From an optimization exercise on the open Yosys and OpenROAD flow, aimed at small area, a short achievable clock period and few clock cycles per item; shortcuts taken in it are not production practice.
Only simulation tests tie the RTL to the original design; equivalence was not proved.
Power and IR drop assume default switching activity.

==> flow/design.v <==
`timescale 1ns/1ps
module dijkstra_top
(
    input  logic    clk,
    input  logic    reset,
    input  logic    edge_valid,
    input  logic [4-1:0]   node_count,
    input  logic [4-1:0]   edge_src,
    input  logic [4-1:0]   edge_dst,
    input  logic [4-1:0] edge_weight,
    input  logic    edge_last,
    input  logic    dist_ready,
    output logic    edge_ready,
    output logic    dist_valid,
    output logic [4-1:0]   dist_node,
    output logic [8-1:0]   dist_value,
    output logic    dist_last
);
    localparam int NE = 24;
    localparam int NN = 16;
    localparam logic [7:0] INF = 8'd255;
    logic       in_v, in_last;
    logic [3:0] in_a, in_b, in_w, in_last_node;
    logic [3:0] ea [NE];           
    logic [3:0] eb [NE];           
    logic [3:0] ew [NE];           
    logic [NE-1:0] evalid;         
    logic [NE-1:0] dirty;
    logic [4:0] cnt;               
    logic       loaded;            
    logic [3:0] load_last_node;
    logic       dinit;             
    logic [7:0] d [NN];
    logic       fv;
    logic [4:0] fk;
    logic [3:0] fa, fb, fw;
    logic       rv, rok;
    logic [4:0] rk;
    logic [3:0] ra, rb, rw;
    logic [7:0] rda, rdb;
    logic [4:0] rr;                
    logic [3:0] s_idx, s_last_node;
    logic [NN-1:0] own;
    always_comb for (int i = 0; i < NN; i++) own[i] = (i == 0) || !dist_valid || (4'(i) < s_idx);
    logic [NE-1:0] hi_mask, cand_hi;
    logic          any_dirty, any_hi;
    logic [4:0]    pick_lo, pick_hi, pick;
    always_comb begin
        for (int j = 0; j < NE; j++) hi_mask[j] = (5'(j) >= rr);
        cand_hi   = dirty & hi_mask;
        any_dirty = |dirty;
        any_hi    = |cand_hi;
        pick_lo = '0;
        for (int j = NE-1; j >= 0; j--) if (dirty[j]) pick_lo = 5'(j);
        pick_hi = '0;
        for (int j = NE-1; j >= 0; j--) if (cand_hi[j]) pick_hi = 5'(j);
        pick = any_hi ? pick_hi : pick_lo;
    end
    wire do_pick = any_dirty;
    function automatic logic improves(input logic [7:0] dto, input logic [7:0] dfrom,
                                      input logic [3:0] w);
        logic [9:0] x, y, z, s, c;
        logic [10:0] t;
        x = {2'b00, dto};
        y = {2'b11, ~dfrom};
        z = {6'b111111, ~w};
        s = x ^ y ^ z;
        c = {(x[8:0] & y[8:0]) | (x[8:0] & z[8:0]) | (y[8:0] & z[8:0]), 1'b0};
        t = {s, 1'b1} + {c, 1'b1};     
        improves = ~t[10];
    endfunction
    logic [8:0] ca, cb;            
    logic       upd_a, upd_b, chg, bounce;
    logic [3:0] wnode;
    logic [7:0] wval;
    always_comb begin
        cb = {1'b0, rda} + {5'b0, rw};
        ca = {1'b0, rdb} + {5'b0, rw};
        upd_b  = rv && rok && improves(rdb, rda, rw);
        upd_a  = rv && rok && improves(rda, rdb, rw);    
        chg    = upd_a || upd_b;
        bounce = rv && !rok;
        wnode  = upd_b ? rb : ra;
        wval   = upd_b ? cb[7:0] : ca[7:0];
    end
    logic [NE-1:0] mark;
    always_comb begin
        for (int j = 0; j < NE; j++)
            mark[j] = chg && evalid[j] && (ea[j] == wnode || eb[j] == wnode) &&
                      !(rk == 5'(j)) && !(fv && fk == 5'(j));
    end
    logic [7:0] fda, fdb;
    always_comb begin
        if (upd_b && rb == fa)      fda = cb[7:0];
        else if (upd_a && ra == fa) fda = ca[7:0];
        else                        fda = d[fa];
        if (upd_b && rb == fb)      fdb = cb[7:0];
        else if (upd_a && ra == fb) fdb = ca[7:0];
        else                        fdb = d[fb];
    end
    logic [NN-1:0] reached;
    always_comb for (int i = 0; i < NN; i++) reached[i] = own[i] && (d[i] != INF);
    logic new_dirty;
    always_comb new_dirty = reached[in_a] || reached[in_b] ||
                            (upd_a && (in_a == ra || in_b == ra)) ||
                            (upd_b && (in_a == rb || in_b == rb));
    always_comb for (int j = 0; j < NE; j++) evalid[j] = 5'(j) < cnt;
    wire done   = loaded && !any_dirty && !fv && !rv && !dist_valid;
    wire s_fire = dist_valid && dist_ready;
    always_ff @(posedge clk) begin
        if (!reset) begin
            in_v       <= 1'b0;
            edge_ready <= 1'b1;
            dirty      <= '0;
            cnt        <= '0;
            loaded     <= 1'b0;
            dinit      <= 1'b1;
            fv         <= 1'b0;
            rv         <= 1'b0;
            rr         <= '0;
            dist_valid <= 1'b0;
        end else begin
            dinit <= 1'b0;
            in_v <= edge_valid && edge_ready;
            if (edge_valid && edge_ready && edge_last) edge_ready <= 1'b0;
            if (in_v) begin
                cnt         <= cnt + 1'b1;
                if (in_last) loaded <= 1'b1;
            end
            for (int j = 0; j < NE; j++) begin
                if (do_pick && pick == 5'(j))
                    dirty[j] <= 1'b0;
                else if (mark[j] || (bounce && rk == 5'(j)))
                    dirty[j] <= 1'b1;
            end
            if (in_v) dirty[cnt] <= new_dirty;
            fv <= do_pick;
            rv <= fv;
            if (do_pick) rr <= (pick == 5'(NE-1)) ? 5'd0 : pick + 1'b1;
            if (done) begin
                loaded      <= 1'b0;
                dirty       <= '0;
                cnt         <= '0;
                edge_ready  <= 1'b1;
                dist_valid  <= 1'b1;
                s_idx       <= '0;
                s_last_node <= load_last_node;
                dist_last   <= 1'b0;
                dist_value  <= 8'd0;            
            end else if (s_fire) begin
                if (dist_last) dist_valid <= 1'b0;
                s_idx      <= s_idx + 1'b1;
                dist_last  <= (s_idx + 1'b1) == s_last_node;
                dist_value <= d[s_idx + 1'b1];
            end
        end
    end
    always_ff @(posedge clk) begin
        in_a    <= edge_src;
        in_b    <= edge_dst;
        in_w    <= edge_weight;
        in_last <= edge_last;
        in_last_node <= node_count - 1'b1;
        if (in_v) begin
            ea[cnt] <= in_a;
            eb[cnt] <= in_b;
            ew[cnt] <= in_w;
            load_last_node <= in_last_node;
        end
        if (do_pick) begin
            fk <= pick;
            fa <= ea[pick];
            fb <= eb[pick];
            fw <= ew[pick];
        end
        if (fv) begin
            rk  <= fk;
            ra  <= fa;
            rb  <= fb;
            rw  <= fw;
            rda <= fda;
            rdb <= fdb;
            rok <= own[fa] && own[fb];
        end
        d[0] <= 8'd0;
        for (int i = 1; i < NN; i++) begin
            if (dinit)
                d[i] <= INF;
            else if (chg && wnode == 4'(i))
                d[i] <= wval;
            else if (dist_valid && s_idx == 4'(i))
                d[i] <= INF;           
        end
    end
    assign dist_node = s_idx;
endmodule
Settings: LEC_CHECK=0, CAP_MARGIN=50, CORE_MARGIN=2, CORE_UTILIZATION=45, CTS_CLUSTER_DIAMETER=100, CTS_CLUSTER_SIZE=24, SLEW_MARGIN=60; clock period 12.0 ns.
run.sh (not shown) runs the stock make flow with config.mk's settings and CLKGATE_MAP_FILE= SYNTH_SCRIPT=/design/flow/synth_recipe.tcl, a recipe that flattens the netlist after the stock synthesis.
Testbench counts at the start, summed over its fixed seeds: cycles 12,684, jobs 320.
==> next run, changes <==
- CAP_MARGIN: 50 -> 20
- CORE_UTILIZATION: 45 -> 40
- CTS_CLUSTER_DIAMETER: 100 -> not set
- CTS_CLUSTER_SIZE: 24 -> not set
- SLEW_MARGIN: 60 -> 20
Outcome:
- The new run passed the timing, design-rule and antenna checks
- via count barely changes
- setup slack got worse by 470 ps
- die area went up by 12%
- power went up by 18%
- worst hold slack got worse by 12 ps
- non-clock buffer count went down by 27
- sequential cell count stays the same
- design area went up by 1.7%
- first-iteration DRC count went down by 9.3%
- global-route usage went down by 5.0 points
- core utilization went down by 4.9 points
==> next run, changes <==
- CAP_MARGIN: 20 -> 50
- CTS_CLUSTER_DIAMETER: not set -> 100
- CTS_CLUSTER_SIZE: not set -> 24
- SLEW_MARGIN: 20 -> 70
The new run completed without violations. Utilization rose by 0.39 points. Flip-flop and latch count does not change. Fmax rose by roughly a tenth.

========
RTL: the design.v shown in full above, as it stands there.
make LEC_CHECK=0 CAP_MARGIN=50 CORE_MARGIN=2 CORE_UTILIZATION=40 CTS_CLUSTER_DIAMETER=100 CTS_CLUSTER_SIZE=24 SLEW_MARGIN=60 finish   # period 12.0 ns
Testbench counts at the start, summed over its fixed seeds: cycles 12,684, jobs 320.
==> next run, changes <==
CORE_UTILIZATION = 30   (was 40)
SLEW_MARGIN = 70   (was 60)
Effect:
- maximum frequency increases by a few percent
- global-route usage came out lower by 7.9 points
- routed wire length drops by a few percent
- worst hold slack hardly moves
- cell count went up by roughly a tenth
- combinational power rises by a few percent
- total power came out lower slightly
- count of clock-buffer cells in the layout drops by 2
==> next run, changes <==
CORE_UTILIZATION = 50   (was 30)
SLEW_MARGIN = 60   (was 70)
Total power is higher by about 2.6%.
Clock skew rises by 0.025 ns.
Worst hold slack barely changes.
Core utilization grows by 21 points.
Critical path depth is lower by 1.
Cell area came out lower by 3.6%.
Die area came out lower by 40%.
Count of clock-buffer cells in the layout is higher by 2.
Non-clock buffer count is lower by 37.
Setup slack gets worse by 0.13 ns.
==> next run, changes <==
CORE_UTILIZATION = 28   (was 50)
What happened: The changed run completed with no timing, DRC or antenna violations. First-iteration DRC count is lower by 12%. Power is lower by 4.1%. Worst setup slack improved by 0.061 ns. Design area is higher by 1.6%. Worst hold slack hardly moves. Routed wire length is lower by 4.6%. Die area is higher by 77%.
==> next run, changes <==
CORE_UTILIZATION = 30   (was 28)
The changed run completed with no timing, DRC or antenna violations.
Register-to-register slack gets better by 0.02 ns.
Maximum frequency came out higher by 0.43%.
Sequential cell count is unchanged.
Final area is about the same.
Via count came out higher by 0.68%.
Routed wire length came out higher by 0.39%.

## what the ideal ports hide
How much do the figures lean on ideal ports? The routed layouts below were timed once more, with nothing changed but the port constraints.
Step 1: set_driving_cell puts a clkbuf_16 on clk and a buf_2 on each other input, an assumption about the parent block.
Step 2, shift: input delay + t, output delay - t, t = (earliest + latest rising clock arrival at the registers) / 2. This alone moves slack from input paths to output paths.
Slacks: ideal ports / drivers / drivers and shift; pairs: ideal ports / drivers.
| run | t (ns) | slack for setup (ns) | hold WS [ns] | latest minus earliest clock arrival (ns) | worst data-port slew with drivers (ns) |
|---|---|---|---|---|---|
| the first run of note 1 | 0.698 | 7.175 / 7.175 / 7.175 | 0.415 / 0.415 / 0.415 | 0.042 / 0.043 | 0.05 |
| the second run of note 1 | 0.705 | 6.702 / 6.702 / 6.702 | 0.403 / 0.403 / 0.403 | 0.042 / 0.042 | 0.04 |
| the third run of note 1 | 0.721 | 7.250 / 7.250 / 7.250 | 0.414 / 0.414 / 0.414 | 0.079 / 0.079 | 0.04 |
| the first run of note 2 | 0.721 | 7.162 / 7.162 / 7.162 | 0.412 / 0.412 / 0.412 | 0.087 / 0.087 | 0.04 |
| the second run of note 2 | 0.724 | 7.299 / 7.299 / 7.299 | 0.411 / 0.411 / 0.411 | 0.038 / 0.037 | 0.16 |
| the third run of note 2 | 0.728 | 7.165 / 7.165 / 7.165 | 0.410 / 0.410 / 0.410 | 0.062 / 0.061 | 0.06 |
| the fourth run of note 2 | 0.725 | 7.227 / 7.227 / 7.150 | 0.410 / 0.410 / 0.410 | 0.023 / 0.024 | 0.15 |
| the fifth run of note 2 | 0.716 | 7.247 / 7.247 / 7.247 | 0.412 / 0.412 / 0.412 | 0.025 / 0.025 | 0.14 |
After both steps every run listed still meets setup and hold. The setup slack of the fourth run of note 2, which loses most, moves by 0.000 ns with the drivers and by -0.077 ns with both steps.
